This is an optimization exercise on Yosys and OpenROAD, whose aim is a short achievable clock period and few clock cycles, not a production implementation.
RTL that was checked went through simulation tests only; none was proved equivalent to the original.
Function not checked in run 1: the RTL went through the layout flow alone.
No activity file was given, so power comes from the tool's default toggle rates.

<file path="design.v">
`default_nettype none
package core_pkg;
    typedef enum logic [6:0] {
        OPC_OP     = 7'b0110011,
        OPC_OP_IMM = 7'b0010011,
        OPC_LOAD   = 7'b0000011,
        OPC_STORE  = 7'b0100011,
        OPC_BRANCH = 7'b1100011,
        OPC_JAL    = 7'b1101111,
        OPC_LUI    = 7'b0110111
    } opcode_e;
    typedef enum logic [2:0] {
        ALU_ADD = 3'b000,
        ALU_SUB = 3'b001,
        ALU_AND = 3'b010,
        ALU_OR  = 3'b011,
        ALU_XOR = 3'b100,
        ALU_SLT = 3'b101
    } alu_op_e;
    typedef enum logic [2:0] {
        IMM_I = 3'b000,
        IMM_S = 3'b001,
        IMM_B = 3'b010,
        IMM_J = 3'b011,
        IMM_U = 3'b100
    } imm_sel_e;
    typedef enum logic [1:0] {
        RES_ALU = 2'b00,
        RES_MEM = 2'b01,
        RES_PC4 = 2'b10,
        RES_IMM = 2'b11
    } result_sel_e;
    typedef struct packed {
        logic zero;
        logic negative;
        logic carry;
        logic overflow;
    } alu_flags_t;
endpackage
`default_nettype wire
`default_nettype none
module alu (
    input  wire logic [32-1:0] a_i,
    input  wire logic [32-1:0] b_i,
    input  wire logic             sub_i,     
    input  wire logic [1:0]       lsel_i,    
    input  wire logic             arith_i,   
    input  wire logic             slt_i,     
    output logic [32-1:0]      result_o,
    output logic [32-1:0]      sum_o,     
    output logic                  lt_o
);
    logic [32-1:0] b_eff;
    logic [32-1:0] sum;
    logic [32-1:0] lres;
    assign b_eff = sub_i ? ~b_i : b_i;
    assign sum   = a_i + b_eff + {{(32-1){1'b0}}, sub_i};
    assign lt_o = (a_i[32-1] ^ b_i[32-1]) ? a_i[32-1] : sum[32-1];
    assign sum_o = sum;
    always_comb begin
        case (lsel_i)
            2'd0:    lres = a_i ^ b_i;
            2'd1:    lres = a_i | b_i;
            2'd2:    lres = a_i & b_i;
            default: lres = b_i;
        endcase
    end
    always_comb begin
        if (slt_i)        result_o = {{(32-1){1'b0}}, lt_o};
        else if (arith_i) result_o = sum;
        else              result_o = lres;
    end
endmodule
`default_nettype wire
`default_nettype none
module register_file (
    input  wire logic             clk,
    input  wire logic             arst_n_i,
    input  wire logic [4:0]       rs1_addr_i,
    input  wire logic [4:0]       rs2_addr_i,
    input  wire logic [4:0]       rd_addr_i,
    input  wire logic             rd_we_i,
    input  wire logic [32-1:0] rd_data_i,
    output logic [32-1:0]      rs1_data_o,
    output logic [32-1:0]      rs2_data_o
);
    logic [32-1:0] regs [32];
    logic             vld  [32];
    always_ff @(posedge clk or negedge arst_n_i) begin
        if (!arst_n_i) begin
            for (int i = 0; i < 32; i++) begin
                vld[i] <= 1'b0;
            end
        end else if (rd_we_i && (rd_addr_i != 5'd0)) begin
            vld[rd_addr_i] <= 1'b1;
        end
    end
    always_ff @(posedge clk) begin
        if (rd_we_i && (rd_addr_i != 5'd0)) begin
            regs[rd_addr_i] <= rd_data_i;
        end
    end
    assign rs1_data_o = vld[rs1_addr_i] ? regs[rs1_addr_i] : '0;
    assign rs2_data_o = vld[rs2_addr_i] ? regs[rs2_addr_i] : '0;
endmodule
`default_nettype wire
`default_nettype none
module risc_core (
    input  wire logic             clk,
    input  wire logic             arst_n_i,
    output logic [32-1:0]      pc_o,
    input  wire logic [32-1:0] instr_i,
    output logic [32-1:0]      dmem_addr_o,
    output logic [32-1:0]      dmem_wdata_o,
    output logic                  dmem_we_o,
    input  wire logic [32-1:0] dmem_rdata_i,
    output logic                  rf_we_o,
    output logic [4:0]            rf_waddr_o,
    output logic [32-1:0]      rf_wdata_o
);
    localparam int BTB_N  = 16;
    localparam int BTB_IW = 4;
    localparam int BTB_TL = BTB_IW + 2;     
    localparam int BTB_AW = 18;             
    logic [32-1:0] pc_q;
    logic             ex_valid;
    logic [32-1:0] ex_a, ex_b, ex_sd;
    logic             ex_fa, ex_fb, ex_fs;
    logic             ex_sub, ex_arith, ex_slt;
    logic [1:0]       ex_lsel;
    logic [4:0]       ex_rd;
    logic             ex_wr, ex_ld, ex_st;
    logic             ex_ldw;       
    logic             ex_wrv;       
    logic             ex_jal, ex_beq, ex_bne, ex_blt, ex_ctl;
    logic [32-1:0] ex_pc, ex_pc4, ex_boff;
    logic             ex_ptaken;    
    logic             ex_t4;        
    logic             ex_hit;
    logic [1:0]       ex_ctr;
    logic             mem_valid;
    logic [32-1:0] mem_res, mem_addr, mem_sd;
    logic [4:0]       mem_rd;
    logic             mem_wr, mem_ld, mem_we;
    logic             wb_we;
    logic [4:0]       wb_rd;
    logic [32-1:0] wb_data;
    logic                   btb_v   [BTB_N];
    logic [BTB_AW-1:BTB_TL] btb_tag [BTB_N];
    logic [BTB_AW-1:2]      btb_tgt [BTB_N];
    logic [1:0]             btb_ctr [BTB_N];
    logic             w_en;
    logic [4:0]       w_rd;
    logic [32-1:0] w_data;
    logic [BTB_IW-1:0] f_idx;
    logic              f_hit;
    logic              f_ptaken;
    logic [32-1:0]  f_pc4;
    logic [32-1:0]  f_pnext;
    assign pc_o     = pc_q;
    assign f_idx    = pc_q[BTB_TL-1:2];
    assign f_hit    = btb_v[f_idx] && (btb_tag[f_idx] == pc_q[BTB_AW-1:BTB_TL]) &&
                      (pc_q[32-1:BTB_AW] == '0);
    assign f_ptaken = f_hit && btb_ctr[f_idx][1];
    assign f_pc4    = pc_q + 32'd4;
    assign f_pnext  = f_ptaken ? {{(32-BTB_AW){1'b0}}, btb_tgt[f_idx], 2'b00} : f_pc4;
    logic [31:0] ir;
    logic [6:0]  d_opc;
    logic [2:0]  d_f3;
    logic [4:0]  d_rd, d_rs1, d_rs2;
    logic        d_op, d_opi, d_ld, d_st, d_br, d_jal, d_lui;
    logic        d_fn_ok;
    logic        d_wr;
    logic [32-1:0] d_imm_i, d_imm_s, d_imm_b, d_imm_j, d_imm_u;
    logic [32-1:0] d_imm, d_boff;
    logic [32-1:0] rf_rs1, rf_rs2;
    logic [32-1:0] d_rs1v, d_rs2v;
    logic [32-1:0] d_a, d_b;
    logic        d_stall;
    logic        d_sub, d_arith, d_slt;
    logic        d_bsel_rs2, d_bsel_pc4;
    logic [1:0]  d_lsel;
    assign ir    = instr_i;
    assign d_opc = ir[6:0];
    assign d_f3  = ir[14:12];
    assign d_rd  = ir[11:7];
    assign d_rs1 = ir[19:15];
    assign d_rs2 = ir[24:20];
    assign d_op  = (d_opc == 7'b0110011);
    assign d_opi = (d_opc == 7'b0010011);
    assign d_ld  = (d_opc == 7'b0000011) && (d_f3 == 3'b010);
    assign d_st  = (d_opc == 7'b0100011) && (d_f3 == 3'b010);
    assign d_br  = (d_opc == 7'b1100011);
    assign d_jal = (d_opc == 7'b1101111);
    assign d_lui = (d_opc == 7'b0110111);
    assign d_fn_ok = (d_f3 == 3'b000) || (d_f3 == 3'b010) || (d_f3 == 3'b100) ||
                     (d_f3 == 3'b110) || (d_f3 == 3'b111);
    assign d_wr   = (((d_op || d_opi) && d_fn_ok) || d_ld || d_jal || d_lui) && (d_rd != 5'd0);
    assign d_imm_i = {{20{ir[31]}}, ir[31:20]};
    assign d_imm_s = {{20{ir[31]}}, ir[31:25], ir[11:7]};
    assign d_imm_b = {{20{ir[31]}}, ir[7], ir[30:25], ir[11:8], 1'b0};
    assign d_imm_j = {{12{ir[31]}}, ir[19:12], ir[20], ir[30:21], 1'b0};
    assign d_imm_u = {ir[31:12], 12'h000};
    assign d_bsel_rs2 = d_opc[5] && !d_opc[2] && (d_opc[6] || d_opc[4]);    
    assign d_bsel_pc4 = d_opc[3];                                           
    assign d_imm  = d_opc[2] ? d_imm_u : ((d_opc[5] && !d_opc[2]) ? d_imm_s : d_imm_i);
    assign d_boff = d_jal ? d_imm_j : d_imm_b;
    register_file i_register_file (
        .clk        (clk),
        .arst_n_i   (arst_n_i),
        .rs1_addr_i (d_rs1),
        .rs2_addr_i (d_rs2),
        .rd_addr_i  (w_rd),
        .rd_we_i    (w_en),
        .rd_data_i  (w_data),
        .rs1_data_o (rf_rs1),
        .rs2_data_o (rf_rs2)
    );
    assign d_rs1v = (w_en && (w_rd == d_rs1)) ? w_data : rf_rs1;
    assign d_rs2v = (w_en && (w_rd == d_rs2)) ? w_data : rf_rs2;
    assign d_a = d_rs1v;
    always_comb begin
        if (d_bsel_rs2)      d_b = d_rs2v;
        else if (d_bsel_pc4) d_b = f_pc4;
        else                 d_b = d_imm;
    end
    assign d_sub   = (d_op && d_f3 == 3'b000 && ir[30]) || ((d_op || d_opi) && d_f3 == 3'b010) || d_br;
    assign d_slt   = (d_op || d_opi) && (d_f3 == 3'b010);
    assign d_arith = !(d_op || d_opi || d_lui || d_jal) || ((d_op || d_opi) && d_f3 == 3'b000);
    always_comb begin
        if (d_lui || d_jal)       d_lsel = 2'd3;
        else if (d_f3 == 3'b100)  d_lsel = 2'd0;
        else if (d_f3 == 3'b110)  d_lsel = 2'd1;
        else                      d_lsel = 2'd2;
    end
    assign d_stall = ex_ldw && ((d_rs1 == ex_rd) || (d_rs2 == ex_rd));
    logic [32-1:0] e_a, e_b, e_sd;
    logic [32-1:0] e_res, e_sum;
    logic             e_lt;
    logic             e_beq, e_blt;
    logic             e_taken;
    logic             e_mis_t, e_mis_nt, e_mispred;
    logic [32-1:0] e_tgt;
    logic [32-1:0] f_cont, pc_if_t, pc_if_nt, pc_d;
    assign e_a  = ex_fa ? mem_res : ex_a;
    assign e_b  = ex_fb ? mem_res : ex_b;
    assign e_sd = ex_fs ? mem_res : ex_sd;
    alu i_alu (
        .a_i      (e_a),
        .b_i      (e_b),
        .sub_i    (ex_sub),
        .lsel_i   (ex_lsel),
        .arith_i  (ex_arith),
        .slt_i    (ex_slt),
        .result_o (e_res),
        .sum_o    (e_sum),
        .lt_o     (e_lt)
    );
    logic e_eq00, e_eq10, e_eq01, e_lt00, e_lt10, e_lt01;
    assign e_eq00 = (ex_a == ex_b);
    assign e_eq10 = (mem_res == ex_b);
    assign e_eq01 = (ex_a == mem_res);
    assign e_lt00 = ($signed(ex_a) < $signed(ex_b));
    assign e_lt10 = ($signed(mem_res) < $signed(ex_b));
    assign e_lt01 = ($signed(ex_a) < $signed(mem_res));
    always_comb begin
        case ({ex_fa, ex_fb})
            2'b00:   begin e_beq = e_eq00; e_blt = e_lt00; end
            2'b10:   begin e_beq = e_eq10; e_blt = e_lt10; end
            2'b01:   begin e_beq = e_eq01; e_blt = e_lt01; end
            default: begin e_beq = 1'b1;   e_blt = 1'b0;   end
        endcase
    end
    assign e_tgt     = ex_pc + ex_boff;
    assign e_taken   = ex_jal || (ex_beq && e_beq) || (ex_bne && !e_beq) || (ex_blt && e_blt);
    assign e_mis_t   = ex_valid && !(ex_ptaken || ex_t4);
    assign e_mis_nt  = ex_valid && ex_ptaken;
    assign e_mispred = e_taken ? e_mis_t : e_mis_nt;
    assign f_cont    = d_stall ? pc_q : f_pnext;
    assign pc_if_t   = e_mis_t ? e_tgt : f_cont;
    assign pc_if_nt  = e_mis_nt ? ex_pc4 : f_cont;
    assign pc_d      = e_taken ? pc_if_t : pc_if_nt;
    assign dmem_addr_o  = mem_addr;
    assign dmem_wdata_o = mem_sd;
    assign dmem_we_o    = mem_we;
    assign w_en   = mem_valid && mem_wr;
    assign w_rd   = mem_rd;
    assign w_data = mem_ld ? dmem_rdata_i : mem_res;
    assign rf_we_o    = wb_we;
    assign rf_waddr_o = wb_rd;
    assign rf_wdata_o = wb_data;
    always_ff @(posedge clk or negedge arst_n_i) begin
        if (!arst_n_i) begin
            pc_q      <= 32'h0000_0000;
            ex_valid  <= 1'b0;
            ex_ldw    <= 1'b0;
            ex_wrv    <= 1'b0;
            mem_valid <= 1'b0;
            mem_we    <= 1'b0;
            wb_we     <= 1'b0;
        end else begin
            pc_q      <= pc_d;
            ex_valid  <= !e_mispred && !d_stall;
            ex_ldw    <= !e_mispred && !d_stall && d_ld && d_wr;
            ex_wrv    <= !e_mispred && !d_stall && d_wr;
            mem_valid <= ex_valid;
            mem_we    <= ex_valid && ex_st;
            wb_we     <= w_en;
        end
    end
    always_ff @(posedge clk) begin
        ex_a      <= d_a;
        ex_b      <= d_b;
        ex_sd     <= d_rs2v;
        ex_fa     <= ex_wrv && (ex_rd == d_rs1);
        ex_fb     <= ex_wrv && (ex_rd == d_rs2) && d_bsel_rs2;
        ex_fs     <= ex_wrv && (ex_rd == d_rs2);
        ex_sub    <= d_sub;
        ex_arith  <= d_arith;
        ex_slt    <= d_slt;
        ex_lsel   <= d_lsel;
        ex_rd     <= d_rd;
        ex_wr     <= d_wr;
        ex_ld     <= d_ld;
        ex_st     <= d_st;
        ex_jal    <= d_jal;
        ex_ctl    <= d_jal || d_br;
        ex_beq    <= d_br && (d_f3 == 3'b000);
        ex_bne    <= d_br && (d_f3 == 3'b001);
        ex_blt    <= d_br && (d_f3 == 3'b100);
        ex_pc     <= pc_q;
        ex_pc4    <= f_pc4;
        ex_boff   <= d_boff;
        ex_ptaken <= f_ptaken;
        ex_t4     <= (d_boff == 32'd4);
        ex_hit    <= f_hit;
        ex_ctr    <= btb_ctr[f_idx];
        mem_res  <= e_res;
        mem_addr <= e_sum;
        mem_sd   <= e_sd;
        mem_rd   <= ex_rd;
        mem_wr   <= ex_wr;
        mem_ld   <= ex_ld;
        wb_rd    <= w_rd;
        wb_data  <= w_data;
    end
    logic                   u_valid, u_taken, u_hit;
    logic [BTB_IW-1:0]      u_idx;
    logic [BTB_AW-1:BTB_TL] u_tag;
    logic [BTB_AW-1:2]      u_tgt;
    logic [1:0]             u_ctr;
    always_ff @(posedge clk or negedge arst_n_i) begin
        if (!arst_n_i) begin
            u_valid <= 1'b0;
        end else begin
            u_valid <= ex_valid && ex_ctl;
        end
    end
    always_ff @(posedge clk) begin
        u_taken <= e_taken && !ex_t4 && (e_tgt[32-1:BTB_AW] == '0) &&
                   (ex_pc[32-1:BTB_AW] == '0);
        u_hit   <= ex_hit;
        u_idx   <= ex_pc[BTB_TL-1:2];
        u_tag   <= ex_pc[BTB_AW-1:BTB_TL];
        u_tgt   <= e_tgt[BTB_AW-1:2];
        u_ctr   <= ex_ctr;
    end
    always_ff @(posedge clk or negedge arst_n_i) begin
        if (!arst_n_i) begin
            for (int i = 0; i < BTB_N; i++) begin
                btb_v[i] <= 1'b0;
            end
        end else if (u_valid && u_taken) begin
            btb_v[u_idx] <= 1'b1;
        end
    end
    always_ff @(posedge clk) begin
        if (u_valid) begin
            if (u_taken) begin
                btb_tag[u_idx] <= u_tag;
                btb_tgt[u_idx] <= u_tgt;
                btb_ctr[u_idx] <= !u_hit ? 2'd3 : (u_ctr == 2'd3 ? 2'd3 : u_ctr + 2'd1);
            end else if (u_hit) begin
                btb_ctr[u_idx] <= (u_ctr == 2'd0) ? 2'd0 : u_ctr - 2'd1;
            end
        end
    end
endmodule
`default_nettype wire
</file>
<file path="flow/run.sh">
#!/bin/bash
# Standard ORFS layout, with repair aiming well below the clock period:
# the setup margin makes the resizer work on every path longer than
# (period - margin). The constraints themselves are unchanged.
set -euo pipefail
MARGIN=${MARGIN:-7.5}
bash standard.sh SETUP_SLACK_MARGIN=$MARGIN finish > standard_flow.log 2>&1
</file>
<file path="standard.sh">
#!/bin/bash
# synth_recipe.tcl (not shown) runs the flow's synth.tcl, then flattens the netlist and writes it again
# the make line also repeats each setting of config.mk as NAME=value (left out here)
make -C /OpenROAD-flow-scripts/flow DESIGN_CONFIG=/design/flow/config.mk WORK_HOME=/design/flow/orfs CLKGATE_MAP_FILE= SYNTH_SCRIPT=/design/flow/synth_recipe.tcl "${@:-finish}"
</file>
<file path="config.mk">
export PLATFORM = sky130hd
export DESIGN_NAME = risc_core
export DESIGN_NICKNAME = risc_core
export VERILOG_FILES = /design/flow/design.v
export SDC_FILE = /design/flow/constraint.sdc
export NUM_CORES = 4
export LEC_CHECK = 0
export ABC_CLOCK_PERIOD_IN_PS = 3500
export CAP_MARGIN = 20
export CORE_MARGIN = 2
export CORE_UTILIZATION = 55
export SLEW_MARGIN = 20
</file>
<file path="constraint.sdc">
create_clock -name core_clock -period 11.0 [get_ports {clk}]
set_input_delay 2.2000 -clock core_clock [delete_from_list [all_inputs] [get_ports {clk}]]
set_output_delay 2.2000 -clock core_clock [all_outputs]
set_load 0.01 [all_outputs]
</file>
==> summary.txt, run 1 <==
Timing
  – Max Freq: roughly 260 MHz
  – Fin crit share: 0.3538
  – Hold WS: ~0.33 ns
  – Tmin final: between 3 and 4 ns
  – Slew Viols, Final: 0
  – Clock skew: 0.04615 ns
  – Final hold vios: 0
  – Sum Neg Setup Slack: 0 ns
  – # setup viols final: 0
  – Slew @ Worst Pin: between 1 and 1.5 ns
  – Slew Limit Headroom: 0.2511
  – RSZ-0062 raised after global routing: true

Setup path
  – Crit path DAT: ~1.7 ns
  – Critical Path Source: pc_q[3]
  – Max FO, Critical Path: 2
  – Reg2Reg Depth: 13
  – Startpoint Class: flip-flop
  – RR Endpoint: pc_q[5]
  – CP Class: reg2out
  – FF-to-FF Start: pc_q[3]
  – Worst setup EP type: primary output
  – Crit path required time: ~9 ns
  – Critical Path End: pc_o[3]
  – Worst R2R Setup Slack: roughly 7.2 ns

Clocking
  – Num Clock Sinks: about 2000
  – Max Root-Sink Buffers: 3
  – Worst-path clk slew: 0.07 ns
  – H-tree Lvls: 4
  – TritonCTS buffer count: approximately 200
  – CTS tree: built
  – Clock root buffer: clkbuf_16
  – Worst skew pair latency: 0.87 ns

Global route
  – Antenna violations before repair: 14
  – Largest net degree at the start of global routing: about 100
  – Vias in the first global route: 54400
  – First-pass GRT wire length: about 420000 um
  – All-Layer GR Usage: 0.3588
  – Grt ovf: 0

Power
  – Pwr/cell area: around 200 mW/mm2
  – Static leakage: approximately 39 nW
  – Maximum vdd drop: 0.0001915 V
  – Total power: around 22 mW

Finish
  – Fin nets: between 6000 and 7000
  – Max reg flops: a little over 1000
  – Final instance area: between 0.1 and 0.15 mm2
  – Reg with most FFs: i_register_file.regs
  – Area grow syn2layout: 22.87%
  – Final core utilization: 0.6796
  – Layout cells sized above 1: 0.3872
  – Largest registers: i_register_file.regs (1024), btb_tgt (256), btb_tag (192)

Worst hold path
  – Hold WC Path Type: reg2reg

Floorplan
  – Die H: about 410 um
  – Initial core utilization: 0.5531
  – Row count: roughly 150
  – Core ar.: 0.1624 mm2
  – Die Width: about 410 um
  – Die Footprint: 0.1666 mm2
  – IO Pins: 201

Route
  – Vias per Instance: 6.809
  – Antenna Nets Post-Route: 0
  – DRT iter0 DRCs: around 7600
  – WL/cell: 36.64 um
  – Pre-antenna DRT Iters: 8
  – Via count: about 57000
  – Post-Route WL: about 310000 um
  – DRC: 0

Synthesis
  – Post-Syn Area per Cell: 16.67 um2
  – Number of synthesized register bits: between 1500 and 2000
  – Area contributors post-synth: edfxtp_1 (50%), mux4_2 (19%), dfxtp_1 (8.5%)
  – Top_reg_cell synth: edfxtp_1
  – Syn Std Cell Area: about 0.09 mm2
  – Post-synthesis cell type count: 95
  – Seq/Total Area, Yosys: 0.6117
  – Yosys top cell area share: 0.5028
  – Async SR Flop Fraction: 0.04414
  – Yosys top cell by area: edfxtp_1
  – Synthesis Warnings: 5
  – Post-synth EDFFs: between 1500 and 2000
  – Post-Syn Instances: 5390

Place
  – Placed inst area: approximately 0.095 mm2
  – Gpl congestion: approximately 0.92
  – Number of port buffers: 200
  – Hpwl dp: about 160000 um

Status
  – Status: timing/DRC/antenna clean

Job
  – Max cap viols: 0
-- how the worst min path moves through the flow --
stage,cells past startpoint,end,startpoint,slack [ns]
after detailed placement,0,u_ctr[0],ex_ctr[0],0.31
after global placement,0,u_ctr[1],ex_ctr[1],0.31
after global routing,0,u_hit,ex_hit,0.33
after floorplan,0,mem_ld,ex_ld,0.31
after CTS,0,u_hit,ex_hit,0.32
final,0,mem_ld,ex_ld,0.33
-- logic make-up (layout without fill, tap and decap cells) --
kind of cell             after synthesis  count (layout)  synth area share
AO/OA/AOI/OAI                        654             656           0.04772
XOR/XNOR                             156             156           0.01521
adder cells (fa/ha/maj)              227             227           0.03176
buffers and inverters                544            1273           0.02424
flip-flops                          1971            1971            0.6117
multiplexers                        1041            1042            0.2255
other                                  1              37        0.00004175
AND/OR/NAND/NOR                      796             798           0.04386
-- per-layer routing --
| metal | global-route usage | wire length [um] | share of wire | up-vias |
|---|---|---|---|---|
| met5 | 0 | 26 | 0.000085 | - |
| met4 | 0.1587 | 16820 | 0.055 | 4 |
| met3 | 0.07756 | 33280 | 0.11 | 715 |
| met2 | 0.5501 | 139700 | 0.46 | 3421 |
| met1 | 0.4995 | 115600 | 0.38 | 29690 |
| li1 | - | - | - | 22920 |
-- repair_timing --
action	4_1_cts	5_1_grt
pin swaps	65	102
setup buffers	148	105
gates cloned	77	36
endpoints found under the hold margin	0	0
gates resized for setup	1227	339
endpoints found under the setup margin	557	584
hold buffers	0	0
-- where the power goes --
part / total, mW / internal (mW) / switching, mW
clock: 6.97 / 4.01 / 2.96
combinational: 5.15 / 2.16 / 3.00
sequential: 9.66 / 9.06 / 0.604
-- critical path, cell delays in order (launching register included) --
cell     delay [ns]
dfrtp_4        0.54
buf_16         0.16
buf_6          0.11
-- synth_stat cells, types with 87 or more instances --
cell type	number
mux2i_1	207
edfxtp_1	1504
a21oi_1	191
mux4_2	771
dfrtp_1	87
dfxtp_1	380
nand2_1	128
ha_1	224
inv_1	208
clkbuf_1	224
nor2_1	296
xnor2_1	113
-- per-stage QoR --
step                worst slack (ns)  cells
global placement               4.727   7581
detailed placement             4.791   7581
global route                   7.088   8332
CTS                            7.075   8188
finish                         7.109   8335
floorplan                      6.894   5421
-- cell usage in the layout (no fill, tap or decap), types with 32 or more instances in the layout --
cell,synthesis,final
edfxtp_1,1504,1504
xor2_1,43,40
nor2_1,296,241
mux2i_1,207,105
buf_2,15,34
buf_16,0,80
clkbuf_1,224,47
a22oi_1,34,32
buf_6,7,137
clkbuf_16,0,235
mux2_2,55,52
o22ai_1,77,44
a211oi_1,63,55
nand3_1,57,48
clkinv_2,0,41
dfrtp_1,87,56
mux2i_2,0,35
conb_1,1,32
buf_12,3,59
nor3_1,60,48
inv_1,208,196
dfxtp_1,380,242
ha_1,224,205
clkdlybuf4s50_1,0,47
mux2i_4,0,68
dfxtp_4,0,40
dfxtp_2,0,98
buf_4,4,251
a21oi_1,191,177
xnor2_1,113,99
o21ai_0,77,60
or2_2,50,50
mux4_2,771,772
nor2_4,0,43
nand2_1,128,123
-- final cells by class --
cell class                      instances  area, um2
Sequential cell                      1971      55270
Fill cell                           10880      52030
Multi-Input combinational cell       2911      35770
Timing Repair Buffer                  672       8972
Clock buffer                          275       5614
Tap cell                             2175       2721
Clock inverter                        107       1126
Inverter                              211      829.5
Timing Repair inverter                  8      52.55
Antenna cell                            5      12.51
==> run 2: changes to the inputs <==
--- a/design.v
+++ b/design.v
@@ -261,7 +261,10 @@
     assign e_eq10 = (mem_res == ex_b);
     assign e_eq01 = (ex_a == mem_res);
-    assign e_lt00 = ($signed(ex_a) < $signed(ex_b));
-    assign e_lt10 = ($signed(mem_res) < $signed(ex_b));
-    assign e_lt01 = ($signed(ex_a) < $signed(mem_res));
+    assign e_lt00 = (ex_a[32-1] != ex_b[32-1]) ? ex_a[32-1] :
+                    (ex_a[32-2:0] < ex_b[32-2:0]);
+    assign e_lt10 = (mem_res[32-1] != ex_b[32-1]) ? mem_res[32-1] :
+                    (mem_res[32-2:0] < ex_b[32-2:0]);
+    assign e_lt01 = (ex_a[32-1] != mem_res[32-1]) ? ex_a[32-1] :
+                    (ex_a[32-2:0] < mem_res[32-2:0]);
     always_comb begin
         case ({ex_fa, ex_fb})
==> summary.txt, run 2 <==
Finish
  – Layout cells sized above 1: 0.3935 (was 0.3872)
  – Area grow syn2layout: 24.13% (was 22.87%)
  – Final Non-Filler Cells: 8473 (was 8335)
  – Most frequent cells in the layout: edfxtp_1 (1504), mux4_2 (772), buf_4 (286) (was edfxtp_1 (1504), mux4_2 (772), buf_4 (251))
  – Most common cell after layout, fill and taps aside: edfxtp_1 (unchanged)
  – Reg with most FFs: i_register_file.regs (unchanged)
  – Multi-input logic area: 0.03661 mm2 (was 0.03577 mm2)
  – Filler cell count: 10760 (was 10880)
  – Max reg flops: 1024 (unchanged)
  – Fin nets: 6403 (was 6268)
  – Largest registers: i_register_file.regs (1024), btb_tgt (256), btb_tag (192) (unchanged)
  – Reg area: 0.05517 mm2 (was 0.05527 mm2)

Timing
  – Max Freq: 259.8 MHz (was 257.0 MHz)
  – Slew @ Worst Pin: 1.070 ns (was 1.123 ns)
  – Tmin final: 3.849 ns (was 3.891 ns)
  – Final hold vios: 0 (unchanged)
  – RSZ-0062 raised after global routing: true (unchanged)
  – Clock skew: 0.04555 ns (was 0.04615 ns)
  – Slew Viols, Final: 0 (unchanged)
  – Sum Neg Setup Slack: 0 ns (unchanged)
  – Slew Limit Headroom: 0.2859 (was 0.2511)
  – # setup viols final: 0 (unchanged)
  – Fin crit share: 0.3499 (was 0.3538)

Setup path
  – Startpoint Class: flip-flop (unchanged)
  – Worst setup EP type: primary output (unchanged)
  – Crit path DAT: 1.65 ns (was 1.69 ns)
  – Max FO, Critical Path: 2 (unchanged)
  – CP Class: reg2out (unchanged)
  – Crit path required time: 8.80 ns (about the same)

Clocking
  – Clock root buffer: clkbuf_16 (unchanged)
  – Hold_buf cts: 0 (unchanged)
  – Worst skew pair latency: 0.88 ns (was 0.87 ns)
  – CTS tree: built (unchanged)
  – Max Root-Sink Buffers: 3 (unchanged)
  – H-tree Lvls: 4 (unchanged)
  – TritonCTS buffer count: 202 (was 201)
  – Num Clock Sinks: 1971 (unchanged)
  – Worst-path clk slew: 0.06 ns (was 0.07 ns)

Worst hold path
  – Hold WC Path Type: reg2reg (unchanged)

Floorplan
  – Die Footprint: 0.1677 mm2 (was 0.1666 mm2)
  – Initial core utilization: 0.5549 (was 0.5531)
  – Die H: 409.5 um (was 408.1 um)
  – Row count: 148 (unchanged)
  – Core ar.: 0.1630 mm2 (was 0.1624 mm2)
  – IO Pins: 201 (unchanged)
  – Die Width: 409.5 um (was 408.1 um)

Power
  – Static leakage: 39.75 nW (was 38.74 nW)
  – Pwr/cell area: 199.9 mW/mm2 (was 197.4 mW/mm2)
  – Maximum vdd drop: 0.0001820 V (was 0.0001915 V)

Place
  – Hpwl dp: 176300 um (was 163600 um)
  – Number of port buffers: 200 (unchanged)
  – Gpl congestion: 0.9549 (was 0.9168)
  – Placed Cells: 7655 (was 7581)

Synthesis
  – Post-Synth Simple-Gate Area: 0.04294 (was 0.04386)
  – Yosys top cell by area: edfxtp_1 (unchanged)
  – Synthesis Warnings: 5 (unchanged)
  – Post-synthesis cell type count: 107 (was 95)
  – Seq/Total Area, Yosys: 0.6077 (was 0.6117)
  – Post-Syn Area per Cell: 16.53 um2 (was 16.67 um2)
  – Post-Syn Instances: 5471 (was 5390)
  – Post-synth EDFFs: 1504 (unchanged)
  – Xor/xnor share of the synthesized area: 0.01860 (was 0.01521)
  – Mux share of post-synthesis cell area: 0.2220 (was 0.2255)
  – Main combinational cell family by area after synthesis: multiplexers (unchanged)
  – Async SR Flop Fraction: 0.04414 (unchanged)
  – Synth Area in Adders: 0.03097 (was 0.03176)
  – Number of synthesized register bits: 1971 (unchanged)
  – Top post-synthesis cells by count: edfxtp_1 (1504), mux4_2 (772), dfxtp_1 (380) (was edfxtp_1 (1504), mux4_2 (771), dfxtp_1 (380))
  – Synth Area in Compound Gates: 0.05255 (was 0.04772)
  – Syn Std Cell Area: 0.09043 mm2 (was 0.08983 mm2)
  – Area contributors post-synth: edfxtp_1 (50%), mux4_2 (19%), dfxtp_1 (8.4%) (was edfxtp_1 (50%), mux4_2 (19%), dfxtp_1 (8.5%))
  – Yosys top cell area share: 0.4995 (was 0.5028)
  – Top_reg_cell synth: edfxtp_1 (unchanged)
  – Most frequent cell after synthesis: edfxtp_1 (unchanged)

Route
  – DRC: 0 (unchanged)
  – DRT iter0 DRCs: 7991 (was 7554)
  – WL/cell: 37.49 um (was 36.64 um)
  – Via count: 58230 (was 56750)
  – Antenna Nets Post-Route: 0 (unchanged)
  – Vias per Instance: 6.872 (was 6.809)
  – Post-Route WL: 317700 um (was 305400 um)
  – Pre-antenna DRT Iters: 8 (unchanged)

Global route
  – Vias in the first global route: 55700 (was 54400)
  – Grt ovf: 0 (unchanged)
  – Largest net degree at the start of global routing: 92 (was 103)
  – Antenna violations before repair: 14 (unchanged)
  – All-Layer GR Usage: 0.3706 (was 0.3588)
  – First-pass GRT wire length: 433100 um (was 417700 um)

Status
  – Status: timing/DRC/antenna clean (unchanged)

Job
  – Max cap viols: 0 (unchanged)
run 2: cell types whose count changed in the layout (fill, tap and decap cells not counted), moves of 26 or more:
cell     before  now
a21oi_1     177  151
buf_4       251  286
dfxtp_1     242  280
nor2_1      241  196
o22ai_1      44   15
xor2_1       40   69
run 2: area by class of cell:
cell class,count,area share
sequential,1971,0.4915
multi-input combinational,2962,0.3261
timing repair buffer,736,0.08686
clock buffer,275,0.05008
tap,2175,0.02425
clock inverter,107,0.01136
inverter,229,0.008539
timing repair inverter,14,0.001170
antenna,4,0.00008918
run 2: what timing repair did:
action | CTS | global route
setup buffers | 180 | 125
endpoints found under the setup margin | 508 | 725
gates resized for setup | 1225 | 367
cloned | 89 | 37
pin swaps | 95 | 157
run 2: metal layers:
layer | vias to the layer above | global-route usage | wire length, um
li1 | 23340 | - | -
met3 | 780 | 0.09343 | 35800
met4 | 6 | 0.1678 | 16970
met5 | - | 0 | 42
met2 | 3667 | 0.5605 | 145200
met1 | 30430 | 0.5115 | 119600
run 2: worst max-delay path: stages (launching register included):
cell	delay, ns
dfrtp_4	0.51
buf_16	0.15
buf_6	0.11
run 2: power breakdown:
part	internal, mW	switching (mW)
Sequential	9.08	0.693
Combinational	2.32	3.23
Clock	4.12	3.00
Total	15.5	6.92
run 2: logic make-up (layout without fill, tap and decap cells):
family	after synthesis	after routing
buffers and inverters	575	1361
and+or+nand+nor	780	786
other	1	36
AOI/OAI and AO/OA	699	699
adders and majority gates	223	223
xor gates and xnor gates	192	192
muxes	1030	1030
DFF	1971	1971
run 2: path summary, 6_finish.rpt:
| check | slack (ns) | endpoint | from | depth (start not counted) |
|---|---|---|---|---|
| max in group asynchronous | 8.37 | pc_q[3] | arst_n_i | 2 |
| min in group asynchronous | 1.32 | btb_v[0] | arst_n_i | 1 |
| max reg2reg | 7.26 | pc_q[4] | ex_fa | 17 |
| max | 7.15 | pc_o[5] | pc_q[5] | 2 |
| min reg2reg | 0.32 | u_hit | ex_hit | 0 |
| min | 0.32 | u_hit | ex_hit | 0 |
run 2: per-stage QoR:
stage	cell area, um2	utilization	worst slack [ns]	power [mW]	hold WS [ns]
2_1_floorplan	91740	-	6.862	12.29	0.3096
3_5_place_dp	95490	0.5860	5.012	14.20	0.3128
4_1_cts	108700	0.6668	7.105	21.91	0.3241
6_report	112200	0.6888	7.151	22.44	0.3247
3_3_place_gp	95430	0.5856	4.624	14.15	0.3122
5_1_grt	112200	0.6887	7.133	23.10	0.3321
Testbench counts of run 2, summed over its fixed seeds: cycles 54,163.
==> run 3: changes to the inputs <==
--- a/design.v
+++ b/design.v
@@ -123,5 +123,7 @@
     localparam int BTB_TL = BTB_IW + 2;     
     localparam int BTB_AW = 18;             
+    localparam int BTB_FT = 6;              
     logic [32-1:0] pc_q;
+    logic [32-1:0] pc_out_q;     
     logic             ex_valid;
     logic [32-1:0] ex_a, ex_b, ex_sd;
@@ -136,4 +138,5 @@
     logic [32-1:0] ex_pc, ex_pc4, ex_boff;
     logic             ex_ptaken;    
+    logic             ex_pok;       
     logic             ex_t4;        
     logic             ex_hit;
@@ -154,13 +157,14 @@
     logic [32-1:0] w_data;
     logic [BTB_IW-1:0] f_idx;
-    logic              f_hit;
+    logic              f_fhit, f_hit;
     logic              f_ptaken;
     logic [32-1:0]  f_pc4;
     logic [32-1:0]  f_pnext;
-    assign pc_o     = pc_q;
+    assign pc_o     = pc_out_q;
     assign f_idx    = pc_q[BTB_TL-1:2];
+    assign f_fhit   = btb_v[f_idx] && (btb_tag[f_idx][BTB_TL+BTB_FT-1:BTB_TL] == pc_q[BTB_TL+BTB_FT-1:BTB_TL]);
     assign f_hit    = btb_v[f_idx] && (btb_tag[f_idx] == pc_q[BTB_AW-1:BTB_TL]) &&
                       (pc_q[32-1:BTB_AW] == '0);
-    assign f_ptaken = f_hit && btb_ctr[f_idx][1];
+    assign f_ptaken = f_fhit && btb_ctr[f_idx][1];
     assign f_pc4    = pc_q + 32'd4;
     assign f_pnext  = f_ptaken ? {{(32-BTB_AW){1'b0}}, btb_tgt[f_idx], 2'b00} : f_pc4;
@@ -277,8 +281,8 @@
     assign e_tgt     = ex_pc + ex_boff;
     assign e_taken   = ex_jal || (ex_beq && e_beq) || (ex_bne && !e_beq) || (ex_blt && e_blt);
-    assign e_mis_t   = ex_valid && !(ex_ptaken || ex_t4);
+    assign e_mis_t   = ex_valid && !(ex_ptaken ? ex_pok : ex_t4);
     assign e_mis_nt  = ex_valid && ex_ptaken;
     assign e_mispred = e_taken ? e_mis_t : e_mis_nt;
-    assign f_cont    = d_stall ? pc_q : f_pnext;
+    assign f_cont    = (d_stall || !arst_n_i) ? pc_q : f_pnext;
     assign pc_if_t   = e_mis_t ? e_tgt : f_cont;
     assign pc_if_nt  = e_mis_nt ? ex_pc4 : f_cont;
@@ -300,6 +304,4 @@
             ex_wrv    <= 1'b0;
             mem_valid <= 1'b0;
-            mem_we    <= 1'b0;
-            wb_we     <= 1'b0;
         end else begin
             pc_q      <= pc_d;
@@ -308,9 +310,14 @@
             ex_wrv    <= !e_mispred && !d_stall && d_wr;
             mem_valid <= ex_valid;
-            mem_we    <= ex_valid && ex_st;
-            wb_we     <= w_en;
         end
     end
     always_ff @(posedge clk) begin
+        pc_out_q <= pc_d;
+    end
+    always_ff @(posedge clk) begin
+        mem_we <= ex_valid && ex_st;
+        wb_we  <= w_en;
+    end
+    always_ff @(posedge clk) begin
         ex_a      <= d_a;
         ex_b      <= d_b;
@@ -336,4 +343,5 @@
         ex_boff   <= d_boff;
         ex_ptaken <= f_ptaken;
+        ex_pok    <= f_hit;
         ex_t4     <= (d_boff == 32'd4);
         ex_hit    <= f_hit;
==> summary.txt, run 3 <==
Synthesis
  – Yosys top cell area share: 0.4983 (was 0.4995)
  – Post-Syn Instances: 5395 (was 5471)
  – Most frequent cell after synthesis: edfxtp_1 (unchanged)
  – Post-synthesis cell type count: 96 (was 107)
  – Post-synth EDFFs: 1504 (unchanged)
  – Seq/Total Area, Yosys: 0.6132 (was 0.6077)
  – Synthesis Warnings: 5 (unchanged)
  – Top_reg_cell synth: edfxtp_1 (unchanged)
  – Post-Syn Area per Cell: 16.80 um2 (was 16.53 um2)
  – Yosys top cell by area: edfxtp_1 (unchanged)
  – Area contributors post-synth: edfxtp_1 (50%), mux4_2 (20%), dfxtp_1 (9.1%) (was edfxtp_1 (50%), mux4_2 (19%), dfxtp_1 (8.4%))
  – Number of synthesized register bits: 2003 (was 1971)
  – Top post-synthesis cells by count: edfxtp_1 (1504), mux4_2 (790), dfxtp_1 (414) (was edfxtp_1 (1504), mux4_2 (772), dfxtp_1 (380))
  – Async SR Flop Fraction: 0.04244 (was 0.04414)
  – Syn Std Cell Area: 0.09063 mm2 (was 0.09043 mm2)

Route
  – DRT iter0 DRCs: 7554 (was 7991)
  – Met2 WL: 141500 um (was 145200 um)
  – Vias per Instance: 6.829 (was 6.872)
  – Uppermost layer routed: met5 (unchanged)
  – Pre-antenna DRT Iters: 6 (was 8)
  – Met1 WL: 117400 um (was 119600 um)
  – Post-Route WL: 309200 um (was 317700 um)
  – WL/cell: 37.28 um (was 37.49 um)
  – Via count: 56640 (was 58230)
  – Routed length on met3: 32710 um (was 35800 um)
  – DRC: 0 (unchanged)
  – Antenna Nets Post-Route: 0 (unchanged)

Power
  – Maximum vdd drop: 0.0001807 V (was 0.0001820 V)
  – Pwr/cell area: 197.8 mW/mm2 (was 199.9 mW/mm2)
  – Static leakage: 38.74 nW (was 39.75 nW)
  – Total power: 21.86 mW (was 22.44 mW)

Floorplan
  – IO Pins: 201 (unchanged)
  – Die Width: 409.9 um (was 409.5 um)
  – Core ar.: 0.1631 mm2 (was 0.1630 mm2)
  – Initial core utilization: 0.5555 (was 0.5549)
  – Row count: 148 (unchanged)
  – Die Footprint: 0.1681 mm2 (was 0.1677 mm2)
  – Die H: 409.9 um (was 409.5 um)

Timing
  – RSZ-0062 raised after global routing: true (unchanged)
  – Clock skew: 0.05886 ns (was 0.04555 ns)
  – Tmin final: 3.702 ns (was 3.849 ns)
  – Max Freq: 270.1 MHz (was 259.8 MHz)
  – Sum Neg Setup Slack: 0 ns (unchanged)
  – # setup viols final: 0 (unchanged)
  – Slew Limit Headroom: 0.08035 (was 0.2859)
  – Fin crit share: 0.3365 (was 0.3499)
  – Slew @ Worst Pin: 1.379 ns (was 1.070 ns)
  – Slew Viols, Final: 0 (unchanged)
  – Final hold vios: 0 (unchanged)

Worst hold path
  – Hold Path Origin: ex_wr (was ex_hit)
  – Hold Path Depth: 0 (unchanged)
  – Hold EP: mem_wr (was u_hit)
  – Hold WC Path Type: reg2reg (unchanged)

Place
  – Number of port buffers: 200 (unchanged)
  – Gpl congestion: 0.9802 (was 0.9549)
  – Hpwl dp: 175000 um (was 176300 um)

Global route
  – Antenna violations before repair: 16 (was 14)
  – Grt ovf: 0 (unchanged)
  – Largest net degree at the start of global routing: 78 (was 92)
  – First-pass GRT wire length: 425800 um (was 433100 um)
  – Vias in the first global route: 54710 (was 55700)
  – All-Layer GR Usage: 0.3649 (was 0.3706)

Setup path
  – RR Endpoint: pc_q[24] (was pc_q[4])
  – CP Class: in2reg (was reg2out)
  – Crit path required time: 11.72 ns (was 8.80 ns)
  – Worst setup EP type: flip-flop (was primary output)
  – Worst R2R Setup Slack: 7.35 ns (was 7.26 ns)
  – Max FO, Critical Path: 10 (was 2)
  – Crit path DAT: 4.42 ns (was 1.65 ns)
  – Reg2Reg Depth: 14 (was 17)
  – Startpoint Class: input pin (was flip-flop)
  – FF-to-FF Start: ex_fb (was ex_fa)

Job
  – Max cap viols: 0 (unchanged)

Clocking
  – CTS tree: built (unchanged)
  – Max Root-Sink Buffers: 3 (unchanged)
  – Num Clock Sinks: 2003 (was 1971)
  – Worst skew pair latency: 0.87 ns (was 0.88 ns)
  – Clock root buffer: clkbuf_16 (unchanged)
  – Hold_buf cts: 0 (unchanged)
  – H-tree Lvls: 4 (unchanged)
  – Worst-path clk slew: 0.06 ns (about the same)
  – TritonCTS buffer count: 205 (was 202)

Finish
  – Max reg flops: 1024 (unchanged)
  – Area grow syn2layout: 21.90% (was 24.13%)
  – Largest registers: i_register_file.regs (1024), btb_tgt (256), btb_tag (192) (unchanged)
  – Fin nets: 6212 (was 6403)
  – Filler cell count: 11010 (was 10760)
  – Layout cells sized above 1: 0.3875 (was 0.3935)
  – Most frequent cells in the layout: edfxtp_1 (1504), mux4_2 (790), dfxtp_1 (258) (was edfxtp_1 (1504), mux4_2 (772), buf_4 (286))
  – Reg area: 0.05588 mm2 (was 0.05517 mm2)
  – Most common cell after layout, fill and taps aside: edfxtp_1 (unchanged)
  – Multi-input logic area: 0.03598 mm2 (was 0.03661 mm2)
  – Reg with most FFs: i_register_file.regs (unchanged)

Status
  – Status: timing/DRC/antenna clean (unchanged)
[run 3: cell types whose count changed after synthesis, sizes merged, moves of 14 or more]
cell   before  now
dfxtp     380  414
inv       227  203
nand4      39   25
mux4      772  790
o22a       17    0
nor3       60   41
o21ai      92  114
[run 3: critical path: stages]
cell	delay (ns)
buf_16	0.18
buf_12	0.15
buf_16	0.15
mux4_2	0.50
mux4_2	0.54
mux2i_2	0.29
o22ai_1	0.18
nor2_1	0.14
a21oi_1	0.05
[run 3: power by group]
part / internal (mW) / total (mW) / switching, mW
Sequential: 9.25 / 10.0 / 0.766
Clock: 4.12 / 7.14 / 3.02
Combinational: 1.92 / 4.70 / 2.78
Total: 15.3 / 21.9 / 6.57
[run 3: worst max-delay path by stage]
stage,slack [ns],from,to,cells after the start
floorplan,6.92,instr_i[20],ex_b[4],9
global placement,3.25,instr_i[15],ex_a[8],7
detailed placement,4.91,instr_i[15],ex_a[2],7
CTS,7.35,instr_i[20],ex_b[27],10
global route,7.34,pc_q[2],pc_q[4],12
finish,7.30,instr_i[20],ex_b[28],9
[run 3: cell families after synthesis]
kind of cell / after synthesis / share of synthesized area
flops: 2003 / 0.6132
mux: 1041 / 0.2251
simple gates: 738 / 0.04031
compound gates: 673 / 0.04861
buf+inv: 531 / 0.02392
fa+ha+maj: 223 / 0.03090
xor+xnor: 185 / 0.01788
other cells: 1 / 0.00004138
[run 3: final cells by class]
| type | count | share of cell area |
|---|---|---|
| diodes | 13 | 0.0002944 |
| clock buffers | 275 | 0.05111 |
| clock inverters | 113 | 0.01166 |
| inverters | 203 | 0.007293 |
| multi-input cells | 2899 | 0.3257 |
| flip-flops and latches | 2003 | 0.5058 |
| well taps | 2175 | 0.02463 |
| repair buffers | 604 | 0.07298 |
| repair inverters | 9 | 0.0005889 |
[run 3: what timing repair did]
item	in CTS	in global routing
resized for setup	1199	346
setup endpoints to repair	699	530
buffers inserted	114	83
gates cloned	79	24
pin swaps	72	109
[run 3: per-layer routing]
metal / track usage / vias up
li1: - / 22830
met2: 0.5512 / 3330
met4: 0.1772 / 6
met3: 0.07881 / 701
met1: 0.5090 / 29770
met5: 0 / -
[run 3: through the flow]
step / util / instances / area, um2 / hold slack (ns) / worst slack [ns]
2_1_floorplan: - / 5426 / 92220 / 0.3096 / 6.924
3_3_place_gp: 0.5855 / 7590 / 95520 / 0.3137 / 3.247
3_5_place_dp: 0.5859 / 7593 / 95590 / 0.3146 / 4.906
4_1_cts: 0.6602 / 8174 / 107700 / 0.3289 / 7.352
5_1_grt: 0.6771 / 8286 / 110500 / 0.3305 / 7.340
6_report: 0.6772 / 8294 / 110500 / 0.3282 / 7.298
Testbench counts of run 3, summed over its fixed seeds: cycles 54,163.
==> run 4: changes to the inputs <==
--- a/config.mk
+++ b/config.mk
@@ -10,3 +10,5 @@
 export CORE_MARGIN = 2
 export CORE_UTILIZATION = 55
+export CTS_CLUSTER_DIAMETER = 80
+export CTS_CLUSTER_SIZE = 30
 export SLEW_MARGIN = 20
==> summary.txt, run 4 <==
Worst hold path
  – Hold WC Path Type: reg2reg (unchanged)

Setup path
  – Worst path cell trace: buf_12 > buf_12 > mux2i_4 > buf_4 > a21oi_4 > o21ai_2 > a211o_1 > nor4_4 > a31oi_2 > nor4_4 > buf_6 > mux2i_4 > buf_6 > a31oi_4 > a221o_1 (was buf_16 > buf_12 > buf_16 > mux4_2 > mux4_2 > mux2i_2 > o22ai_1 > nor2_1 > a21oi_1)
  – Buffers and inverters on the worst path: 5 (was 3)
  – Crit path DAT: 4.41 ns (was 4.42 ns)
  – Max FO, Critical Path: 6 (was 10)
  – Crit-path max cell delay: 0.41 ns (was 0.54 ns)
  – CP Class: reg2reg (was in2reg)
  – Crit path max-delay family: compound AO/OA/AOI/OAI gates (was multiplexers)
  – Slowest-stage cell, CP: nor4_4 (was mux4_2)
  – Startpoint Class: flip-flop (was input pin)
  – Crit path required time: 11.66 ns (was 11.72 ns)
  – Worst setup EP type: flip-flop (unchanged)

Global route
  – Vias in the first global route: 53250 (was 54710)
  – Largest net degree at the start of global routing: 78 (unchanged)
  – Grt ovf: 0 (unchanged)
  – All-Layer GR Usage: 0.3617 (was 0.3649)
  – Antenna violations before repair: 16 (unchanged)
  – First-pass GRT wire length: 421300 um (was 425800 um)

Place
  – Number of port buffers: 200 (unchanged)
  – Gpl congestion: 0.9802 (unchanged)
  – Hpwl dp: 175000 um (unchanged)
  – Post-Place Setup Slack: 4.906 ns (unchanged)

Finish
  – Largest registers: i_register_file.regs (1024), btb_tgt (256), btb_tag (192) (unchanged)
  – Max reg flops: 1024 (unchanged)
  – Reg with most FFs: i_register_file.regs (unchanged)
  – Most frequent cells in the layout: edfxtp_1 (1504), mux4_2 (790), dfxtp_1 (310) (was edfxtp_1 (1504), mux4_2 (790), dfxtp_1 (258))
  – Layout cells sized above 1: 0.3780 (was 0.3875)
  – Fin nets: 6145 (was 6212)
  – Area grow syn2layout: 19.09% (was 21.90%)
  – Most common cell after layout, fill and taps aside: edfxtp_1 (unchanged)
  – Filler cell count: 11280 (was 11010)

Floorplan
  – Core ar.: 0.1631 mm2 (unchanged)
  – IO Pins: 201 (unchanged)
  – Die Width: 409.9 um (unchanged)
  – Die Footprint: 0.1681 mm2 (unchanged)
  – Die H: 409.9 um (unchanged)
  – Initial core utilization: 0.5555 (unchanged)
  – Row count: 148 (unchanged)

Timing
  – Clock skew: 0.04422 ns (was 0.05886 ns)
  – Slew Viols, Final: 0 (unchanged)
  – Final setup margin: 7.252 ns (was 7.298 ns)
  – Slew Limit Headroom: 0.1255 (was 0.08035)
  – # setup viols final: 0 (unchanged)
  – Final hold vios: 0 (unchanged)
  – Tmin final: 3.748 ns (was 3.702 ns)
  – Sum Neg Setup Slack: 0 ns (unchanged)
  – RSZ-0062 raised after global routing: true (unchanged)
  – Fin crit share: 0.3407 (was 0.3365)
  – Slew @ Worst Pin: 1.312 ns (was 1.379 ns)
  – Max Freq: 266.8 MHz (was 270.1 MHz)

Clocking
  – Max Root-Sink Buffers: 3 (unchanged)
  – Clock root buffer: clkbuf_16 (unchanged)
  – Worst-path clk slew: 0.11 ns (was 0.06 ns)
  – Num Clock Sinks: 2003 (unchanged)
  – TritonCTS buffer count: 109 (was 205)
  – Worst skew pair latency: 0.81 ns (was 0.87 ns)
  – Hold_buf cts: 0 (unchanged)
  – CTS tree: built (unchanged)
  – H-tree Lvls: 3 (was 4)

Synthesis
  – Number of synthesized register bits: 2003 (unchanged)
  – Top_reg_cell synth: edfxtp_1 (unchanged)
  – Seq/Total Area, Yosys: 0.6132 (unchanged)
  – Syn Std Cell Area: 0.09063 mm2 (unchanged)
  – Area contributors post-synth: edfxtp_1 (50%), mux4_2 (20%), dfxtp_1 (9.1%) (unchanged)
  – Top post-synthesis cells by count: edfxtp_1 (1504), mux4_2 (790), dfxtp_1 (414) (unchanged)
  – Yosys top cell by area: edfxtp_1 (unchanged)
  – Post-Syn Instances: 5395 (unchanged)
  – Most frequent cell after synthesis: edfxtp_1 (unchanged)
  – Post-synthesis cell type count: 96 (unchanged)
  – Yosys top cell area share: 0.4983 (unchanged)
  – Post-Syn Area per Cell: 16.80 um2 (unchanged)
  – Async SR Flop Fraction: 0.04244 (unchanged)
  – Synthesis Warnings: 5 (unchanged)
  – Post-synth EDFFs: 1504 (unchanged)

Job
  – Max cap viols: 0 (unchanged)

Power
  – Static leakage: 37.35 nW (was 38.74 nW)
  – Maximum vdd drop: 0.0001707 V (was 0.0001807 V)
  – Pwr/cell area: 182.4 mW/mm2 (was 197.8 mW/mm2)

Route
  – Post-Route WL: 307900 um (was 309200 um)
  – Antenna Nets Post-Route: 0 (unchanged)
  – WL/cell: 37.85 um (was 37.28 um)
  – Pre-antenna DRT Iters: 6 (unchanged)
  – DRT iter0 DRCs: 7560 (was 7554)
  – DRC: 0 (unchanged)
  – Via count: 55900 (was 56640)
  – Vias per Instance: 6.873 (was 6.829)

Status
  – Status: timing/DRC/antenna clean (unchanged)
[run 4: changes by cell type in the layout (fill, tap and decap cells not counted), sizes merged, moves of 14 or more]
cell      delta
buf         +20
clkinvlp    +14
clkinv      -51
bufinv      -18
inv         +31
clkbuf     -148
[run 4: report_power, final]
group	internal [mW]	leakage, nW	switching, mW
Combinational	1.89	17.2	2.82
Clock	2.13	1.93	2.87
Sequential	9.22	18.2	0.754
[run 4: timing repair]
item,CTS,global route
resized for setup,1192,306
buffers inserted,108,103
cloned,84,34
endpoints found under the setup margin,721,637
pin swaps,94,130
[run 4: layout make-up]
class / count / area, um2 / share of cell area
Timing Repair inverter: 16 / 110.1 / 0.001020
Clock buffer: 124 / 2825 / 0.02618
Timing Repair Buffer: 626 / 8203 / 0.07600
Sequential cell: 2003 / 55790 / 0.5169
Tap cell: 2175 / 2721 / 0.02521
Multi-Input combinational cell: 2899 / 36250 / 0.3358
Antenna cell: 6 / 15.01 / 0.0001391
Clock inverter: 82 / 1186 / 0.01099
Inverter: 203 / 833.3 / 0.007720
[run 4: through the flow]
stage	total power, mW	instance area, um2	util	hold slack, ns	instances
detailed placement	14.04	95590	0.5859	0.3146	7593
global route	20.30	107900	0.6616	0.3406	8132
global placement	13.98	95520	0.5855	0.3137	7590
CTS	19.36	105000	0.6439	0.3355	7991
finish	19.69	107900	0.6616	0.3352	8134
floorplan	12.19	92220	-	0.3096	5426
[run 4: worst paths after layout]
kind	endpoint	slack [ns]	depth (start not counted)	from
hold / removal	mem_ld	0.34	0	ex_ld
max in group asynchronous	i_register_file.vld[9]	8.35	2	arst_n_i
setup / recovery	pc_out_q[24]	7.25	15	ex_fb
setup reg to reg	pc_out_q[24]	7.25	15	ex_fb
hold reg to reg	mem_ld	0.34	0	ex_ld
min in group asynchronous	pc_q[2]	1.42	1	arst_n_i
[run 4: cell families after synthesis]
group                    share of synthesized area
flip-flops                                  0.6132
multiplexers                                0.2251
AND/OR/NAND/NOR                            0.04031
AO/OA/AOI/OAI                              0.04861
buffers and inverters                      0.02392
adder cells (fa/ha/maj)                    0.03090
XOR/XNOR                                   0.01788
other                                   0.00004138
[run 4: metal layers]
layer	global-route usage	wire length, um	vias to the layer above
li1	-	-	22580
met1	0.5150	118100	29520
met2	0.5538	141200	3181
met3	0.06632	31860	619
met4	0.1540	16790	8
met5	0	44	-
==> run 5: changes to the inputs <==
--- a/design.v
+++ b/design.v
@@ -140,6 +140,4 @@
     logic             ex_pok;       
     logic             ex_t4;        
-    logic             ex_hit;
-    logic [1:0]       ex_ctr;
     logic             mem_valid;
     logic [32-1:0] mem_res, mem_addr, mem_sd;
@@ -153,4 +151,8 @@
     logic [BTB_AW-1:2]      btb_tgt [BTB_N];
     logic [1:0]             btb_ctr [BTB_N];
+    logic [3:0]             btb_cnt [BTB_N];
+    logic [3:0]             btb_trip[BTB_N];
+    logic                   btb_conf[BTB_N];
+    logic                   btb_exit[BTB_N];
     logic             w_en;
     logic [4:0]       w_rd;
@@ -345,6 +347,4 @@
         ex_pok    <= f_hit;
         ex_t4     <= (d_boff == 32'd4);
-        ex_hit    <= f_hit;
-        ex_ctr    <= btb_ctr[f_idx];
         mem_res  <= e_res;
         mem_addr <= e_sum;
@@ -356,9 +356,10 @@
         wb_data  <= w_data;
     end
-    logic                   u_valid, u_taken, u_hit;
+    logic                   u_valid, u_tkn, u_tgt_ok, u_taken;
+    logic                   u_own;
+    logic [BTB_IW-1:0]      x_idx;
     logic [BTB_IW-1:0]      u_idx;
     logic [BTB_AW-1:BTB_TL] u_tag;
     logic [BTB_AW-1:2]      u_tgt;
-    logic [1:0]             u_ctr;
     always_ff @(posedge clk or negedge arst_n_i) begin
         if (!arst_n_i) begin
@@ -369,11 +370,33 @@
     end
     always_ff @(posedge clk) begin
-        u_taken <= e_taken && !ex_t4 && (e_tgt[32-1:BTB_AW] == '0) &&
-                   (ex_pc[32-1:BTB_AW] == '0);
-        u_hit   <= ex_hit;
+        u_tkn   <= e_taken && !ex_t4 && (ex_pc[32-1:BTB_AW] == '0);
+        u_tgt_ok <= (e_tgt[32-1:BTB_AW] == '0);
         u_idx   <= ex_pc[BTB_TL-1:2];
         u_tag   <= ex_pc[BTB_AW-1:BTB_TL];
         u_tgt   <= e_tgt[BTB_AW-1:2];
-        u_ctr   <= ex_ctr;
+        u_own   <= btb_v[x_idx] && (btb_tag[x_idx] == ex_pc[BTB_AW-1:BTB_TL]);
+    end
+    assign u_taken = u_tkn && u_tgt_ok;
+    logic [1:0] x_ctr;
+    logic [3:0] x_cnt, x_trip, x_cnt1;
+    logic       x_conf, x_conf_nt;
+    logic [1:0] u_ctr_inc, u_ctr_dec;
+    logic [3:0] u_cnt, u_cnt1;
+    logic       u_exit_t, u_conf_nt, u_exit;
+    assign x_idx     = ex_pc[BTB_TL-1:2];
+    assign x_ctr     = btb_ctr[x_idx];
+    assign x_cnt     = btb_cnt[x_idx];
+    assign x_trip    = btb_trip[x_idx];
+    assign x_conf    = btb_conf[x_idx];
+    assign x_cnt1    = (x_cnt == 4'hf) ? 4'hf : x_cnt + 4'd1;
+    assign x_conf_nt = (x_cnt == x_trip) && (x_cnt != 4'hf);
+    always_ff @(posedge clk) begin
+        u_ctr_inc <= (x_ctr == 2'd3) ? 2'd3 : x_ctr + 2'd1;
+        u_ctr_dec <= (x_ctr == 2'd0) ? 2'd0 : x_ctr - 2'd1;
+        u_cnt     <= x_cnt;
+        u_cnt1    <= x_cnt1;
+        u_exit_t  <= x_conf && (x_cnt1 == x_trip);
+        u_conf_nt <= x_conf_nt;
+        u_exit    <= btb_exit[x_idx];
     end
     always_ff @(posedge clk or negedge arst_n_i) begin
@@ -389,9 +412,23 @@
         if (u_valid) begin
             if (u_taken) begin
-                btb_tag[u_idx] <= u_tag;
-                btb_tgt[u_idx] <= u_tgt;
-                btb_ctr[u_idx] <= !u_hit ? 2'd3 : (u_ctr == 2'd3 ? 2'd3 : u_ctr + 2'd1);
-            end else if (u_hit) begin
-                btb_ctr[u_idx] <= (u_ctr == 2'd0) ? 2'd0 : u_ctr - 2'd1;
+                if (u_own) begin
+                    btb_ctr[u_idx]  <= u_exit_t ? 2'd1 : u_ctr_inc;
+                    btb_cnt[u_idx]  <= u_cnt1;
+                    btb_exit[u_idx] <= u_exit_t;
+                end else begin
+                    btb_tag[u_idx]  <= u_tag;
+                    btb_tgt[u_idx]  <= u_tgt;
+                    btb_ctr[u_idx]  <= 2'd3;
+                    btb_cnt[u_idx]  <= 4'd1;
+                    btb_trip[u_idx] <= 4'd0;
+                    btb_conf[u_idx] <= 1'b0;
+                    btb_exit[u_idx] <= 1'b0;
+                end
+            end else if (u_own) begin
+                btb_ctr[u_idx]  <= u_exit ? 2'd3 : u_ctr_dec;
+                btb_cnt[u_idx]  <= 4'd0;
+                btb_trip[u_idx] <= u_cnt;
+                btb_conf[u_idx] <= u_conf_nt;
+                btb_exit[u_idx] <= 1'b0;
             end
         end
--- a/config.mk
+++ b/config.mk
@@ -10,5 +10,3 @@
 export CORE_MARGIN = 2
 export CORE_UTILIZATION = 55
-export CTS_CLUSTER_DIAMETER = 80
-export CTS_CLUSTER_SIZE = 30
 export SLEW_MARGIN = 20
==> summary.txt, run 5 <==
Floorplan
  – Row count: 156 (was 148)
  – Die Width: 430.3 um (was 409.9 um)
  – Die Footprint: 0.1851 mm2 (was 0.1681 mm2)
  – Die H: 430.3 um (was 409.9 um)
  – Initial core utilization: 0.5529 (was 0.5555)
  – Core ar.: 0.1807 mm2 (was 0.1631 mm2)
  – IO Pins: 201 (unchanged)

Clocking
  – H-tree Lvls: 4 (was 3)
  – Max Root-Sink Buffers: 3 (unchanged)
  – Clock root buffer: clkbuf_16 (unchanged)
  – Num Clock Sinks: 2175 (was 2003)
  – TritonCTS buffer count: 221 (was 109)
  – Worst-path clk slew: 0.06 ns (was 0.11 ns)
  – Worst skew pair latency: 0.91 ns (was 0.81 ns)
  – CTS tree: built (unchanged)
  – Hold_buf cts: 0 (unchanged)

Global route
  – Met3 usage: 0.07910 (was 0.06632)
  – Grt ovf: 0 (unchanged)
  – All-Layer GR Usage: 0.3565 (was 0.3617)
  – Met2 global-route usage: 0.5322 (was 0.5538)
  – Antenna violations before repair: 15 (was 16)
  – Largest net degree at the start of global routing: 104 (was 78)
  – First-pass GRT wire length: 461600 um (was 421300 um)
  – Met1 usage: 0.5111 (was 0.5150)
  – Vias in the first global route: 60650 (was 53250)
  – Gr busiest metal: met2 (unchanged)

Power
  – Maximum vdd drop: 0.0001644 V (was 0.0001707 V)
  – Sw frac: 0.3133 (was 0.3277)
  – Combinational Power Share: 0.252 (was 0.239)
  – Cell internal pwr: 17.40 mW (was 13.24 mW)
  – NetSw: 7.937 mW (was 6.453 mW)
  – Pwr/cell area: 209.7 mW/mm2 (was 182.4 mW/mm2)
  – Static leakage: 41.94 nW (was 37.35 nW)
  – Clock share of power: 0.308 (was 0.254)
  – Sequential group share of total power: 0.440 (was 0.507)
  – Total power: 25.33 mW (was 19.69 mW)

Setup path
  – Startpoint Class: input pin (was flip-flop)
  – Crit path required time: 11.79 ns (was 11.66 ns)
  – Buffers and inverters on the worst path: 4 (was 5)
  – Crit path DAT: 4.68 ns (was 4.41 ns)
  – Instance count on the critical path: 9 (was 15)
  – Critical Path Source: instr_i[20] (was ex_fb)
  – Crit path max-delay family: multiplexers (was compound AO/OA/AOI/OAI gates)
  – FF-to-FF Start: pc_q[3] (was ex_fb)
  – Worst R2R Setup Slack: 7.23 ns (was 7.25 ns)
  – Reg2Reg Depth: 12 (was 15)
  – Slowest-stage cell, CP: mux4_2 (was nor4_4)
  – Max FO, Critical Path: 8 (was 6)
  – Worst path cell trace: buf_16 > buf_4 > buf_12 > buf_16 > mux4_2 > mux4_2 > mux2i_4 > o22ai_4 > o41a_1 (was buf_12 > buf_12 > mux2i_4 > buf_4 > a21oi_4 > o21ai_2 > a211o_1 > nor4_4 > a31oi_2 > nor4_4 > buf_6 > mux2i_4 > buf_6 > a31oi_4 > a221o_1)
  – Crit-path max cell delay: 0.54 ns (was 0.41 ns)
  – CP Class: in2reg (was reg2reg)
  – Worst setup EP type: flip-flop (unchanged)

Route
  – Antenna Nets Post-Route: 0 (unchanged)
  – Post-Route WL: 332800 um (was 307900 um)
  – WL/cell: 36.81 um (was 37.85 um)
  – Via count: 62360 (was 55900)
  – Vias per Instance: 6.898 (was 6.873)
  – DRC: 0 (unchanged)
  – DRT iter0 DRCs: 8466 (was 7560)
  – Pre-antenna DRT Iters: 6 (unchanged)

Synthesis
  – Post-Syn Area per Cell: 16.82 um2 (was 16.80 um2)
  – Seq/Total Area, Yosys: 0.6066 (was 0.6132)
  – Synthesis Warnings: 5 (unchanged)
  – Post-Syn Instances: 5942 (was 5395)
  – Async SR Flop Fraction: 0.03908 (was 0.04244)
  – Post-synth EDFFs: 1664 (was 1504)
  – Yosys top cell by area: edfxtp_1 (unchanged)
  – Top_reg_cell synth: edfxtp_1 (unchanged)
  – Syn Std Cell Area: 0.09994 mm2 (was 0.09063 mm2)
  – Area contributors post-synth: edfxtp_1 (50%), mux4_2 (20%), dfxtp_1 (8.5%) (was edfxtp_1 (50%), mux4_2 (20%), dfxtp_1 (9.1%))
  – Top post-synthesis cells by count: edfxtp_1 (1664), mux4_2 (908), dfxtp_1 (426) (was edfxtp_1 (1504), mux4_2 (790), dfxtp_1 (414))
  – Number of synthesized register bits: 2175 (was 2003)
  – Post-synthesis cell type count: 93 (was 96)
  – Most frequent cell after synthesis: edfxtp_1 (unchanged)
  – Yosys top cell area share: 0.5000 (was 0.4983)

Place
  – Hpwl dp: 188200 um (was 175000 um)
  – Gpl congestion: 0.9493 (was 0.9802)
  – Number of port buffers: 200 (unchanged)
  – Placed inst area: 0.1051 mm2 (was 0.09559 mm2)

Timing
  – Fin crit share: 0.3543 (was 0.3407)
  – Slew Viols, Final: 0 (unchanged)
  – Slew @ Worst Pin: 1.156 ns (was 1.312 ns)
  – Clock skew: 0.06622 ns (was 0.04422 ns)
  – Final hold vios: 0 (unchanged)
  – Slew Limit Headroom: 0.2264 (was 0.1255)
  – Max Freq: 256.6 MHz (was 266.8 MHz)
  – Sum Neg Setup Slack: 0 ns (unchanged)
  – # setup viols final: 0 (unchanged)
  – Tmin final: 3.897 ns (was 3.748 ns)
  – RSZ-0062 raised after global routing: true (unchanged)

Worst hold path
  – Hold Path Depth: 0 (unchanged)
  – Hold WC Path Type: reg2reg (unchanged)
  – Hold Path Origin: ex_wr (was ex_ld)

Finish
  – Reg with most FFs: i_register_file.regs (unchanged)
  – Most common cell after layout, fill and taps aside: edfxtp_1 (unchanged)
  – Area grow syn2layout: 20.90% (was 19.09%)
  – Final core utilization: 0.6685 (was 0.6616)
  – Largest registers: i_register_file.regs (1024), btb_tgt (256), btb_tag (192) (unchanged)
  – Most frequent cells in the layout: edfxtp_1 (1664), mux4_2 (908), dfxtp_1 (293) (was edfxtp_1 (1504), mux4_2 (790), dfxtp_1 (310))
  – Final instance area: 0.1208 mm2 (was 0.1079 mm2)
  – Layout cells sized above 1: 0.3802 (was 0.3780)
  – Max reg flops: 1024 (unchanged)
  – Fin nets: 6755 (was 6145)

Job
  – Max cap viols: 0 (unchanged)

Status
  – Status: timing/DRC/antenna clean (unchanged)
## run 5: kinds of logic (layout without fill, tap and decap cells)
logic type,count (synthesis),after routing,share of synthesized area
compound gates,774,777,0.05335
flops,2175,2175,0.6066
other cells,1,40,0.00003752
buf+inv,591,1272,0.02352
xor+xnor,186,186,0.01630
mux,1175,1175,0.2326
fa+ha+maj,224,224,0.02819
simple gates,816,821,0.03942
## run 5: layout make-up
class	count	area, um2
sequential	2175	60880
fill	12220	59920
multi-input combinational	3215	40290
timing repair buffer	635	8202
clock buffer	295	6163
tap	2370	2965
clock inverter	125	1428
inverter	210	828.3
timing repair inverter	7	52.55
antenna	8	20.02
## run 5: what timing repair did
| action | 4_1_cts | 5_1_grt |
|---|---|---|
| pin swaps | 123 | 107 |
| gates cloned | 84 | 13 |
| endpoints found under the setup margin | 616 | 718 |
| gates resized for setup | 1218 | 274 |
| buffers inserted | 164 | 69 |
| hold endpoints to repair | 0 | 0 |
## run 5: final timing paths
check / endpoint
setup / recovery: ex_b[12]
hold / removal: mem_wr
setup reg to reg: ex_b[26]
hold reg to reg: mem_wr
max in group asynchronous: u_valid
min in group asynchronous: pc_q[4]
## run 5: routing by layer
| metal | vias up | wire, um |
|---|---|---|
| li1 | 25140 | - |
| met4 | 6 | 16720 |
| met3 | 731 | 34720 |
| met5 | - | 46 |
| met1 | 32850 | 130900 |
| met2 | 3633 | 150400 |
## run 5: power groups by stage
stage / combinational, mW / sequential [mW] / clock (mW)
after detailed placement: 5.41 / 11.3 / 0
after global routing: 6.74 / 11.2 / 8.21
final: 6.38 / 11.2 / 7.81
after floorplan: 3.52 / 10.8 / 0
after global placement: 5.36 / 11.2 / 0
after CTS: 6.01 / 11.1 / 7.88
## run 5: metrics by stage
step	setup WS [ns]	hold WS, ns	std cells
after detailed placement	4.650	0.3178	8282
after CTS	7.214	0.3316	8950
after global placement	4.779	0.3112	8282
final	7.103	0.3310	9040
after floorplan	6.772	0.3096	5973
after global routing	7.124	0.3444	9037
Testbench counts of run 5, summed over its fixed seeds: cycles 53,807.

separate check: timing with driven ports:
No port has a modelled driver above. Below, the same layouts with a new extraction and two added sets of constraints.
Step 1 assumes that a clkbuf_16 drives the clock port and a buf_2 every other input.
Step 2 also shifts input and output timing later by t, the mid clock arrival at the registers, as if the neighbouring blocks saw the same clock.
Three values: no drivers, after step 1, after step 2; two values: the first two.
run | t, ns | setup WS [ns]
run 1 | 0.946 | 7.109 / 6.791 / 5.845
run 2 | 0.954 | 7.151 / 6.971 / 6.017
run 3 | 0.936 | 7.298 / 6.691 / 5.755
run 4 | 0.865 | 7.252 / 6.615 / 5.750
run 5 | 0.958 | 7.103 / 6.652 / 5.694
After both steps setup and hold are still met in every run listed.
